Context: an optimization exercise on an open-source flow, tuned for a short achievable clock period and few clock cycles per item. The choices shown serve that exercise and are no tape-out recipe. In this exercise RTL edits were held to simulation tests only and were not proved equivalent to the original. Power is estimated from default activity; no workload was simulated.

`config.mk`:
```
export PLATFORM = sky130hd
export DESIGN_NAME = dcache_top
export DESIGN_NICKNAME = dcache_top
export VERILOG_FILES = /design/flow/design.v
export SDC_FILE = /design/flow/constraint.sdc
export NUM_CORES = 4
export LEC_CHECK = 0
export CAP_MARGIN = 20
export CORE_MARGIN = 2
export CORE_UTILIZATION = 40
export SLEW_MARGIN = 20
```
`constraint.sdc`:
```
create_clock -name core_clock -period 9.0 [get_ports {CLK}]
set_input_delay 1.8000 -clock core_clock [delete_from_list [all_inputs] [get_ports {CLK}]]
set_output_delay 1.8000 -clock core_clock [all_outputs]
set_load 0.01 [all_outputs]
```
`design.v`:
```
package mem_bus_pkg;
    localparam int WORD_W = 32;
    typedef logic [WORD_W-1:0] word_t;
endpackage
package cache_cfg_pkg;
    localparam int NUM_SETS    = 8;
    localparam int NUM_WAYS    = 2;
    localparam int BLOCK_WORDS = 2;
    localparam int IDX_W     = 3;
    localparam int BLKOFF_W  = 1;
    localparam int BYTEOFF_W = 2;
    localparam int TAG_W     = 32 - IDX_W - BLKOFF_W - BYTEOFF_W;
    localparam int NUM_FRAMES = NUM_SETS * NUM_WAYS;
    localparam int FRAME_W    = $clog2(NUM_FRAMES);
    localparam logic [FRAME_W-1:0] LAST_FRAME = FRAME_W'(NUM_FRAMES - 1);
    typedef struct packed {
        logic [TAG_W-1:0]     tag;
        logic [IDX_W-1:0]     idx;
        logic [BLKOFF_W-1:0]  blkoff;
        logic [BYTEOFF_W-1:0] byteoff;
    } cache_addr_t;
    typedef struct packed {
        logic                              valid;
        logic                              dirty;
        logic [TAG_W-1:0]                  tag;
        logic [BLOCK_WORDS-1:0][32-1:0]    data;
    } cache_frame_t;
endpackage
module cache_store (
    input  logic                                CLK,
    input  logic                                nRST,
    input  logic                                dmem_ren,
    input  logic                                dmem_wen,
    input  mem_bus_pkg::word_t                  dmem_addr,
    input  mem_bus_pkg::word_t                  dmem_store,
    input  logic                                fill_we,
    input  logic [cache_cfg_pkg::BLKOFF_W-1:0]  fill_word,
    input  mem_bus_pkg::word_t                  fill_data,
    input  logic                                fill_done,
    input  logic [cache_cfg_pkg::FRAME_W-1:0]   flush_sel,
    input  logic                                flush_clean,
    output mem_bus_pkg::word_t                  dmem_load,
    output logic                                dhit,
    output logic                                miss,
    output cache_cfg_pkg::cache_frame_t         victim,
    output cache_cfg_pkg::cache_frame_t         flush_frame
);
    localparam int WORD_IDX_W = cache_cfg_pkg::FRAME_W + cache_cfg_pkg::BLKOFF_W;
    cache_cfg_pkg::cache_addr_t             addr;
    logic [cache_cfg_pkg::NUM_WAYS-1:0]     hit_way;
    logic                                   hit_any;
    logic                                   hw;
    logic                                   req;
    logic                                   wr_hit;
    logic                                   rpl_way;
    logic [cache_cfg_pkg::IDX_W-1:0]        flush_set;
    logic                                   flush_way;
    logic [cache_cfg_pkg::FRAME_W-1:0]      hit_frame;
    logic [cache_cfg_pkg::FRAME_W-1:0]      rpl_frame;
    logic [cache_cfg_pkg::NUM_FRAMES-1:0]   valid_q;
    logic [cache_cfg_pkg::NUM_FRAMES-1:0]   dirty_q;
    logic [cache_cfg_pkg::NUM_SETS-1:0]     lru_q;
    logic [cache_cfg_pkg::TAG_W-1:0] tag_q  [cache_cfg_pkg::NUM_FRAMES];
    mem_bus_pkg::word_t              data_q [cache_cfg_pkg::NUM_FRAMES * cache_cfg_pkg::BLOCK_WORDS];
    assign addr    = cache_cfg_pkg::cache_addr_t'(dmem_addr);
    assign req     = dmem_ren || dmem_wen;
    assign rpl_way = lru_q[addr.idx];
    always_comb begin
        for (int w = 0; w < cache_cfg_pkg::NUM_WAYS; w++) begin
            hit_way[w] = valid_q[{w[0], addr.idx}] && (tag_q[{w[0], addr.idx}] == addr.tag);
        end
    end
    assign hit_any   = |hit_way;
    assign hw        = hit_way[1];
    assign dhit      = req && hit_any;
    assign miss      = req && !hit_any;
    assign wr_hit    = dmem_wen && hit_any;
    assign hit_frame = {hw, addr.idx};
    assign rpl_frame = {rpl_way, addr.idx};
    assign dmem_load = data_q[{hit_frame, addr.blkoff}];
    assign flush_set = flush_sel[cache_cfg_pkg::IDX_W-1:0];
    assign flush_way = flush_sel[cache_cfg_pkg::FRAME_W-1];
    always_comb begin
        victim.valid = valid_q[rpl_frame];
        victim.dirty = dirty_q[rpl_frame];
        victim.tag   = tag_q[rpl_frame];
        for (int b = 0; b < cache_cfg_pkg::BLOCK_WORDS; b++) begin
            victim.data[b] = data_q[{rpl_frame, b[cache_cfg_pkg::BLKOFF_W-1:0]}];
        end
        flush_frame.valid = valid_q[flush_sel];
        flush_frame.dirty = dirty_q[flush_sel];
        flush_frame.tag   = tag_q[flush_sel];
        for (int b = 0; b < cache_cfg_pkg::BLOCK_WORDS; b++) begin
            flush_frame.data[b] = data_q[{flush_sel, b[cache_cfg_pkg::BLKOFF_W-1:0]}];
        end
    end
    always_ff @(posedge CLK) begin
        if (wr_hit) begin
            data_q[{hit_frame, addr.blkoff}] <= dmem_store;
        end
        if (fill_we) begin
            data_q[{rpl_frame, fill_word}] <= fill_data;
        end
        if (fill_done) begin
            tag_q[rpl_frame] <= addr.tag;
        end
    end
    always_ff @(posedge CLK, negedge nRST) begin
        if (!nRST) begin
            valid_q <= '0;
            dirty_q <= '0;
            lru_q   <= '0;
        end else begin
            if (wr_hit) begin
                dirty_q[hit_frame] <= 1'b1;
            end
            if (dhit) begin
                lru_q[addr.idx] <= !hw;
            end
            if (fill_done) begin
                valid_q[rpl_frame] <= 1'b1;
                dirty_q[rpl_frame] <= 1'b0;
            end
            if (flush_clean) begin
                dirty_q[{flush_way, flush_set}] <= 1'b0;
            end
        end
    end
endmodule
module miss_engine (
    input  logic                                CLK,
    input  logic                                nRST,
    input  logic                                miss,
    input  mem_bus_pkg::word_t                  dmem_addr,
    input  cache_cfg_pkg::cache_frame_t         victim,
    output logic                                fill_we,
    output logic [cache_cfg_pkg::BLKOFF_W-1:0]  fill_word,
    output mem_bus_pkg::word_t                  fill_data,
    output logic                                fill_done,
    output logic                                bus_cyc,
    output logic                                bus_stb,
    output logic                                bus_we,
    output mem_bus_pkg::word_t                  bus_adr,
    output mem_bus_pkg::word_t                  bus_dat_w,
    input  mem_bus_pkg::word_t                  bus_dat_r,
    input  logic                                bus_ack
);
    typedef enum logic [2:0] {
        IDLE,
        WB0,
        WB1,
        FILL0,
        FILL1
    } state_t;
    state_t                                 state;
    state_t                                 nxt_state;
    cache_cfg_pkg::cache_addr_t             addr;
    cache_cfg_pkg::cache_addr_t             req_addr;
    logic [cache_cfg_pkg::BLKOFF_W-1:0]     word_sel;
    logic                                   wb_phase;
    assign addr = cache_cfg_pkg::cache_addr_t'(dmem_addr);
    always_ff @(posedge CLK, negedge nRST) begin
        if (!nRST) begin
            state <= IDLE;
        end else begin
            state <= nxt_state;
        end
    end
    always_comb begin
        nxt_state = state;
        case (state)
            IDLE: begin
                if (miss) begin
                    nxt_state = victim.dirty ? WB0 : FILL0;
                end
            end
            WB0:     if (bus_ack) nxt_state = WB1;
            WB1:     if (bus_ack) nxt_state = FILL0;
            FILL0:   if (bus_ack) nxt_state = FILL1;
            FILL1:   if (bus_ack) nxt_state = IDLE;
            default: nxt_state = IDLE;
        endcase
    end
    assign wb_phase = (state == WB0) || (state == WB1);
    assign word_sel = (state == WB1) || (state == FILL1);
    always_comb begin
        req_addr        = '0;
        req_addr.idx    = addr.idx;
        req_addr.blkoff = word_sel;
        req_addr.tag    = wb_phase ? victim.tag : addr.tag;
    end
    assign bus_cyc   = (state != IDLE);
    assign bus_stb   = (state != IDLE);
    assign bus_we    = wb_phase;
    assign bus_adr   = mem_bus_pkg::word_t'(req_addr);
    assign bus_dat_w = victim.data[word_sel];
    assign fill_we   = ((state == FILL0) || (state == FILL1)) && bus_ack;
    assign fill_word = word_sel;
    assign fill_data = bus_dat_r;
    assign fill_done = (state == FILL1) && bus_ack;
endmodule
module flush_engine (
    input  logic                                CLK,
    input  logic                                nRST,
    input  logic                                halt,
    input  cache_cfg_pkg::cache_frame_t         flush_frame,
    output logic [cache_cfg_pkg::FRAME_W-1:0]   flush_sel,
    output logic                                flush_clean,
    output logic                                flushed,
    output logic                                bus_cyc,
    output logic                                bus_stb,
    output logic                                bus_we,
    output mem_bus_pkg::word_t                  bus_adr,
    output mem_bus_pkg::word_t                  bus_dat_w,
    input  mem_bus_pkg::word_t                  bus_dat_r,
    input  logic                                bus_ack
);
    typedef enum logic [1:0] {
        IDLE,
        SCAN,
        WR0,
        WR1
    } state_t;
    state_t                                 state;
    logic [cache_cfg_pkg::FRAME_W-1:0]      cnt;
    logic                                   last;
    logic [cache_cfg_pkg::BLKOFF_W-1:0]     word_sel;
    cache_cfg_pkg::cache_addr_t             wr_addr;
    assign last = (cnt == cache_cfg_pkg::LAST_FRAME);
    always_ff @(posedge CLK, negedge nRST) begin
        if (!nRST) begin
            state   <= IDLE;
            cnt     <= '0;
            flushed <= 1'b0;
        end else begin
            case (state)
                IDLE: if (halt && !flushed) state <= SCAN;
                SCAN: begin
                    if (flush_frame.dirty) begin
                        state <= WR0;
                    end else if (last) begin
                        state   <= IDLE;
                        flushed <= 1'b1;
                    end else begin
                        cnt <= cnt + 1'b1;
                    end
                end
                WR0: if (bus_ack) state <= WR1;
                WR1: begin
                    if (bus_ack && last) begin
                        state   <= IDLE;
                        flushed <= 1'b1;
                    end else if (bus_ack) begin
                        state <= SCAN;
                        cnt   <= cnt + 1'b1;
                    end
                end
                default: state <= IDLE;
            endcase
        end
    end
    assign word_sel = (state == WR1);
    always_comb begin
        wr_addr        = '0;
        wr_addr.tag    = flush_frame.tag;
        wr_addr.idx    = cnt[cache_cfg_pkg::IDX_W-1:0];
        wr_addr.blkoff = word_sel;
    end
    assign bus_cyc     = (state == WR0) || (state == WR1);
    assign bus_stb     = (state == WR0) || (state == WR1);
    assign bus_we      = 1'b1;
    assign bus_adr     = mem_bus_pkg::word_t'(wr_addr);
    assign bus_dat_w   = flush_frame.data[word_sel];
    assign flush_sel   = cnt;
    assign flush_clean = (state == WR1) && bus_ack;
endmodule
module bus_arbiter (
    input  logic               CLK,
    input  logic               nRST,
    input  mem_bus_pkg::word_t wb_dat_r,
    input  logic               wb_ack,
    output logic               wb_cyc,
    output logic               wb_stb,
    output logic               wb_we,
    output mem_bus_pkg::word_t wb_adr,
    output mem_bus_pkg::word_t wb_dat_w,
    input  logic               miss_cyc,
    input  logic               miss_stb,
    input  logic               miss_we,
    input  mem_bus_pkg::word_t miss_adr,
    input  mem_bus_pkg::word_t miss_dat_w,
    output mem_bus_pkg::word_t miss_dat_r,
    output logic               miss_ack,
    input  logic               flush_cyc,
    input  logic               flush_stb,
    input  logic               flush_we,
    input  mem_bus_pkg::word_t flush_adr,
    input  mem_bus_pkg::word_t flush_dat_w,
    output mem_bus_pkg::word_t flush_dat_r,
    output logic               flush_ack
);
    logic gnt_miss;
    logic gnt_flush;
    logic nxt_gnt_miss;
    logic nxt_gnt_flush;
    always_comb begin
        nxt_gnt_miss  = gnt_miss;
        nxt_gnt_flush = gnt_flush;
        if (!(gnt_miss && miss_cyc) && !(gnt_flush && flush_cyc)) begin
            nxt_gnt_miss  = miss_cyc;
            nxt_gnt_flush = !miss_cyc && flush_cyc;
        end
    end
    always_ff @(posedge CLK, negedge nRST) begin
        if (!nRST) begin
            gnt_miss  <= 1'b0;
            gnt_flush <= 1'b0;
        end else begin
            gnt_miss  <= nxt_gnt_miss;
            gnt_flush <= nxt_gnt_flush;
        end
    end
    always_comb begin
        wb_cyc   = 1'b0;
        wb_stb   = 1'b0;
        wb_we    = 1'b0;
        wb_adr   = '0;
        wb_dat_w = '0;
        if (gnt_miss) begin
            wb_cyc   = miss_cyc;
            wb_stb   = miss_stb;
            wb_we    = miss_we;
            wb_adr   = miss_adr;
            wb_dat_w = miss_dat_w;
        end else if (gnt_flush) begin
            wb_cyc   = flush_cyc;
            wb_stb   = flush_stb;
            wb_we    = flush_we;
            wb_adr   = flush_adr;
            wb_dat_w = flush_dat_w;
        end
    end
    assign miss_dat_r  = wb_dat_r;
    assign flush_dat_r = wb_dat_r;
    assign miss_ack    = wb_ack && gnt_miss;
    assign flush_ack   = wb_ack && gnt_flush;
endmodule
module dcache_top (
    input  logic               CLK,
    input  logic               nRST,
    input  logic               dmem_ren,
    input  logic               dmem_wen,
    input  mem_bus_pkg::word_t dmem_addr,
    input  mem_bus_pkg::word_t dmem_store,
    input  logic               halt,
    input  mem_bus_pkg::word_t wb_dat_r,
    input  logic               wb_ack,
    output mem_bus_pkg::word_t dmem_load,
    output logic               dhit,
    output logic               flushed,
    output logic               wb_cyc,
    output logic               wb_stb,
    output logic               wb_we,
    output mem_bus_pkg::word_t wb_adr,
    output mem_bus_pkg::word_t wb_dat_w
);
    logic                                   miss;
    cache_cfg_pkg::cache_frame_t            victim;
    cache_cfg_pkg::cache_frame_t            flush_frame;
    logic                                   fill_we;
    logic [cache_cfg_pkg::BLKOFF_W-1:0]     fill_word;
    mem_bus_pkg::word_t                     fill_data;
    logic                                   fill_done;
    logic [cache_cfg_pkg::FRAME_W-1:0]      flush_sel;
    logic                                   flush_clean;
    logic                                   miss_cyc;
    logic                                   miss_stb;
    logic                                   miss_we;
    mem_bus_pkg::word_t                     miss_adr;
    mem_bus_pkg::word_t                     miss_dat_w;
    mem_bus_pkg::word_t                     miss_dat_r;
    logic                                   miss_ack;
    logic                                   flush_cyc;
    logic                                   flush_stb;
    logic                                   flush_we;
    mem_bus_pkg::word_t                     flush_adr;
    mem_bus_pkg::word_t                     flush_dat_w;
    mem_bus_pkg::word_t                     flush_dat_r;
    logic                                   flush_ack;
    cache_store i_store (
        .CLK         (CLK),
        .nRST        (nRST),
        .dmem_ren    (dmem_ren),
        .dmem_wen    (dmem_wen),
        .dmem_addr   (dmem_addr),
        .dmem_store  (dmem_store),
        .fill_we     (fill_we),
        .fill_word   (fill_word),
        .fill_data   (fill_data),
        .fill_done   (fill_done),
        .flush_sel   (flush_sel),
        .flush_clean (flush_clean),
        .dmem_load   (dmem_load),
        .dhit        (dhit),
        .miss        (miss),
        .victim      (victim),
        .flush_frame (flush_frame)
    );
    miss_engine i_miss (
        .CLK       (CLK),
        .nRST      (nRST),
        .miss      (miss),
        .dmem_addr (dmem_addr),
        .victim    (victim),
        .fill_we   (fill_we),
        .fill_word (fill_word),
        .fill_data (fill_data),
        .fill_done (fill_done),
        .bus_cyc     (miss_cyc),
        .bus_stb     (miss_stb),
        .bus_we      (miss_we),
        .bus_adr     (miss_adr),
        .bus_dat_w   (miss_dat_w),
        .bus_dat_r   (miss_dat_r),
        .bus_ack     (miss_ack)
    );
    flush_engine i_flush (
        .CLK         (CLK),
        .nRST        (nRST),
        .halt        (halt),
        .flush_frame (flush_frame),
        .flush_sel   (flush_sel),
        .flush_clean (flush_clean),
        .flushed     (flushed),
        .bus_cyc     (flush_cyc),
        .bus_stb     (flush_stb),
        .bus_we      (flush_we),
        .bus_adr     (flush_adr),
        .bus_dat_w   (flush_dat_w),
        .bus_dat_r   (flush_dat_r),
        .bus_ack     (flush_ack)
    );
    bus_arbiter i_arb (
        .CLK       (CLK),
        .nRST      (nRST),
        .wb_dat_r  (wb_dat_r),
        .wb_ack    (wb_ack),
        .wb_cyc    (wb_cyc),
        .wb_stb    (wb_stb),
        .wb_we     (wb_we),
        .wb_adr    (wb_adr),
        .wb_dat_w  (wb_dat_w),
        .miss_cyc    (miss_cyc),
        .miss_stb    (miss_stb),
        .miss_we     (miss_we),
        .miss_adr    (miss_adr),
        .miss_dat_w  (miss_dat_w),
        .miss_dat_r  (miss_dat_r),
        .miss_ack    (miss_ack),
        .flush_cyc    (flush_cyc),
        .flush_stb    (flush_stb),
        .flush_we     (flush_we),
        .flush_adr    (flush_adr),
        .flush_dat_w  (flush_dat_w),
        .flush_dat_r  (flush_dat_r),
        .flush_ack    (flush_ack)
    );
endmodule
```
`run.sh`:
```
#!/bin/bash
# synth_recipe.tcl (not shown) runs the flow's synth.tcl, then flattens the netlist and writes it again
# the make line also repeats each setting of config.mk as NAME=value (left out here)
make -C /OpenROAD-flow-scripts/flow DESIGN_CONFIG=/design/flow/config.mk WORK_HOME=/design/flow/orfs CLKGATE_MAP_FILE= SYNTH_SCRIPT=/design/flow/synth_recipe.tcl finish
```
==> summary.txt <==
worst setup path category: input port to output port
peak supply drop: 0.255 mV
largest fanout on the critical path: 38
Max H-tree Level: 4
Setup crit end: dmem_load[0]
WP data arrival: 6.52 ns
max cap viols: 0
initial antenna violation count: 29
total gr overflow: 0
vias: 60.1k
layout cell share with drive strength beyond 1: 49.5%
Final Slew Violations: 0
Clk Latency, worst-skew pair: 0.87 ns
CP Launch Type: input port
fin cells: 8,649
RR Startpoint: i_store.tag_q[7][11]
final setup fails: 0
number of flops mapped to enable cells by yosys: 1,440
Yosys warning total: 4
Syn Inst Count: 5,525
Total Wirelength: 344,000 µm
I/O pin count: 203
die height: 482 µm
root buf cell: clkbuf_16
nets@finish: 5,591
share of the synthesized area in the top cell type: 47.2%
Placed Cells: 8,309
Seq cells post-synth: 1,492
post-synth top area cell: edfxtp_1
Critical Path Slowest Stage Cell: or4_1
Tmin final: 8.32 ns
CTS Buf Count: 173
outcome: no timing/DRC/antenna violations
reg2reg path depth: 10
hold buffer count at CTS: 0
sequential fraction of the synthesis area: 48.6%
Clock transition at path regs: 0.06 ns
final hold vios: 0
Pwr Density: 215 mW/mm²
postcts setup bufs: 0
Initial Utilization: 40.2%
LEAKAGE: 0.0329 µW
Die Wd: 482 µm
fin crit share: 92.5%
final antenna-violating net count: 0
critical path, cell by cell: buf_8 -> buf_4 -> nor2b_1 -> a22oi_1 -> a21oi_1 -> o211ai_1 -> or4_1 -> nor4b_4 -> buf_12 -> mux4_2 -> nand2_1 -> o221ai_1 -> clkdlybuf4s50_1
first-pass GRT wire length: 478,000 µm
vias in the first global route: 59.0k
CTS sink count: 1,492
Max Fclk: 0.120 GHz
GRT Util Overall: 29.3%
worst setup margin: 0.679 ns
clock buffer depth: 3
most common cell in the netlist: edfxtp_1
Hold Path Class: flop to flop
setup_tns: 0 ns
Syn Area/Cell: 16.6 µm²
Largest stage delay, worst path: 0.65 ns
DR iter-0 viols: 9,520
Synth area leaders: edfxtp_1 47%, mux4_2 26%, mux2_2 13%
Syn-to-layout area delta: 12.8%
CTS tree: done
Vias/cell: 6.94
DR WL/cell: 39.8 µm
total die area: 0.233 mm²
Top FF cell, synth: edfxtp_1
FP Rows: 175
Worst Setup End Kind: output port
RSZ-0062 raised after global routing: false
Synth cell types: 69
setup slack of the most critical reg-to-reg path: 4.01 ns
hold_ws: 0.464 ns
drt pass-1 iters: 6
max_slew headroom: 17.1%
Post-DP HPWL: 193,000 µm
PostCTS Resize Cnt: 0
actual slew at the worst max-slew pin: 1.24 ns
gpl congestion: 0.845
Fillers: 19.6k
clk_skew: 0.0672 ns
Place WS: 0.709 ns
Syn Std Cell Area: 0.0916 mm²
reg2reg end: i_store.data_q[11][30]
core area: 0.227 mm²
required time worst endpoint: 7.20 ns
Buffers on Ports: 198
Critical Path Start: dmem_addr[3]
most frequent cells after synthesis: 1,440 x edfxtp_1, 1,071 x mux4_2, 1,065 x mux2_2
Tot Pwr: 22,200 µW
Residual DRC: 0
async set-reset flop share out of synthesis: 3.49%
largest net degree at the start of global routing: 132
[area by class of cell]
class                           instances  area, µm²  area share [%]
Sequential cell                      1492      44600            43.2
Antenna cell                           21       52.6          0.0509
Tap cell                             3009       3760            3.65
Timing Repair Buffer                  428       4110            3.98
Inverter                               11       46.3          0.0448
Clock inverter                        103       1120            1.09
Clock buffer                          214       4480            4.34
Multi-Input combinational cell       3371      45100            43.7
[metal layers]
layer | GRT usage [%] | wire length (µm) | vias to the layer above
met1 | 39.8 | 131000 | 32100
met3 | 7.87 | 40800 | 823
met2 | 44.3 | 156000 | 4119
met4 | 12.7 | 16400 | 20
met5 | 0.204 | 166 | -
li1 | - | - | 23000
[cells by family after synthesis]
group,Yosys count,share of synthesized area [%]
mux,2373,42.0
flops,1492,48.6
buf+inv,663,3.01
simple gates,478,2.51
compound gates,453,3.12
xor+xnor,53,0.507
fa+ha+maj,12,0.164
other cells,1,0.00410
[where the power goes]
part           internal [µW]  leakage (µW)  switching [µW]
Combinational           3480        0.0166            3650
Clock                   3950       0.00272            3120
Sequential              7710        0.0136             318
Total                  15100        0.0329            7090
[cells in the final DEF (no fill, tap or decap), drive strengths merged, types with 25 or more instances in the layout]
cell type and instances:
mux4 1071, o22ai 57, a21oi 119, a22oi 25
nor2b 38, buf 269, mux2 1067, edfxtp 1440
nand2 201, dfrtp 52, nor2 115, a211oi 50
mux2i 235, clkdlybuf4s50 159, clkinv 82, o21ai 106
clkbuf 214, xnor2 31, nand3 29
[worst max-delay path, delay by kind of cell]
family	cells	cell delay [ns]
AO/OA/AOI/OAI	4	0.87
buffers and inverters	4	1.67
multiplexers	1	0.54
AND/OR/NAND/NOR	4	1.50
[metrics by stage]
stage / area, µm² / utilization, %
global route: 103000 / 45.4
detailed placement: 97700 / 43.0
CTS: 103000 / 45.4
global placement: 97700 / 43.0
finish: 103000 / 45.4
floorplan: 91600 / -
[flip-flops by register name (all words and copies together) (netlist names), named ones only]
register / flops
i_store.data_q: 1024
i_flush.state: 1
i_store.dirty_q: 16
i_store.tag_q: 416
i_flush.flushed: 1
i_arb.gnt_flush: 1
i_flush.cnt: 4
i_miss.state: 3
i_store.lru_q: 8
i_store.valid_q: 16
i_arb.gnt_miss: 1
[worst min-delay path by stage]
stage / from / slack, ns / cells past startpoint / endpoint
after global routing: i_store.valid_q[9] / 0.48 / 1 / i_store.valid_q[9]
after detailed placement: i_store.valid_q[3] / 0.45 / 1 / i_store.valid_q[3]
final: i_store.valid_q[7] / 0.46 / 1 / i_store.valid_q[7]
after global placement: i_store.valid_q[9] / 0.45 / 1 / i_store.valid_q[9]
after floorplan: i_store.lru_q[0] / 0.43 / 2 / i_store.lru_q[0]
after CTS: i_store.valid_q[9] / 0.47 / 1 / i_store.valid_q[9]
Testbench counts, summed over its fixed seeds: cycles 23,370, accesses 4,800.

-- re-timing with driven ports --
How much do the figures lean on ideal ports? The routed layout below was timed once more, with nothing changed but the port constraints.
Step 1 assumes that a clkbuf_16 drives the clock port and a buf_2 every other input.
Step 2 moves the port delays by t, midway between the first and last clock arrival at a register: inputs arrive t later, outputs are due t later. That takes back most of the time a late clock gives input paths.
Slacks: ideal ports / drivers / drivers and shift; pairs: ideal ports / drivers.
shift t [ns]: 0.936
slack for setup (ns): 0.679 / 0.627 / 0.627
hold WS [ns]: 0.464 / 0.464 / 0.464
worst setup path after step 2: input to output
cell pins on the clock port's net: 1
After both steps this run still meets setup and hold. For this run, drivers alone change the setup slack by -0.052 ns; drivers and shift together by -0.052 ns.
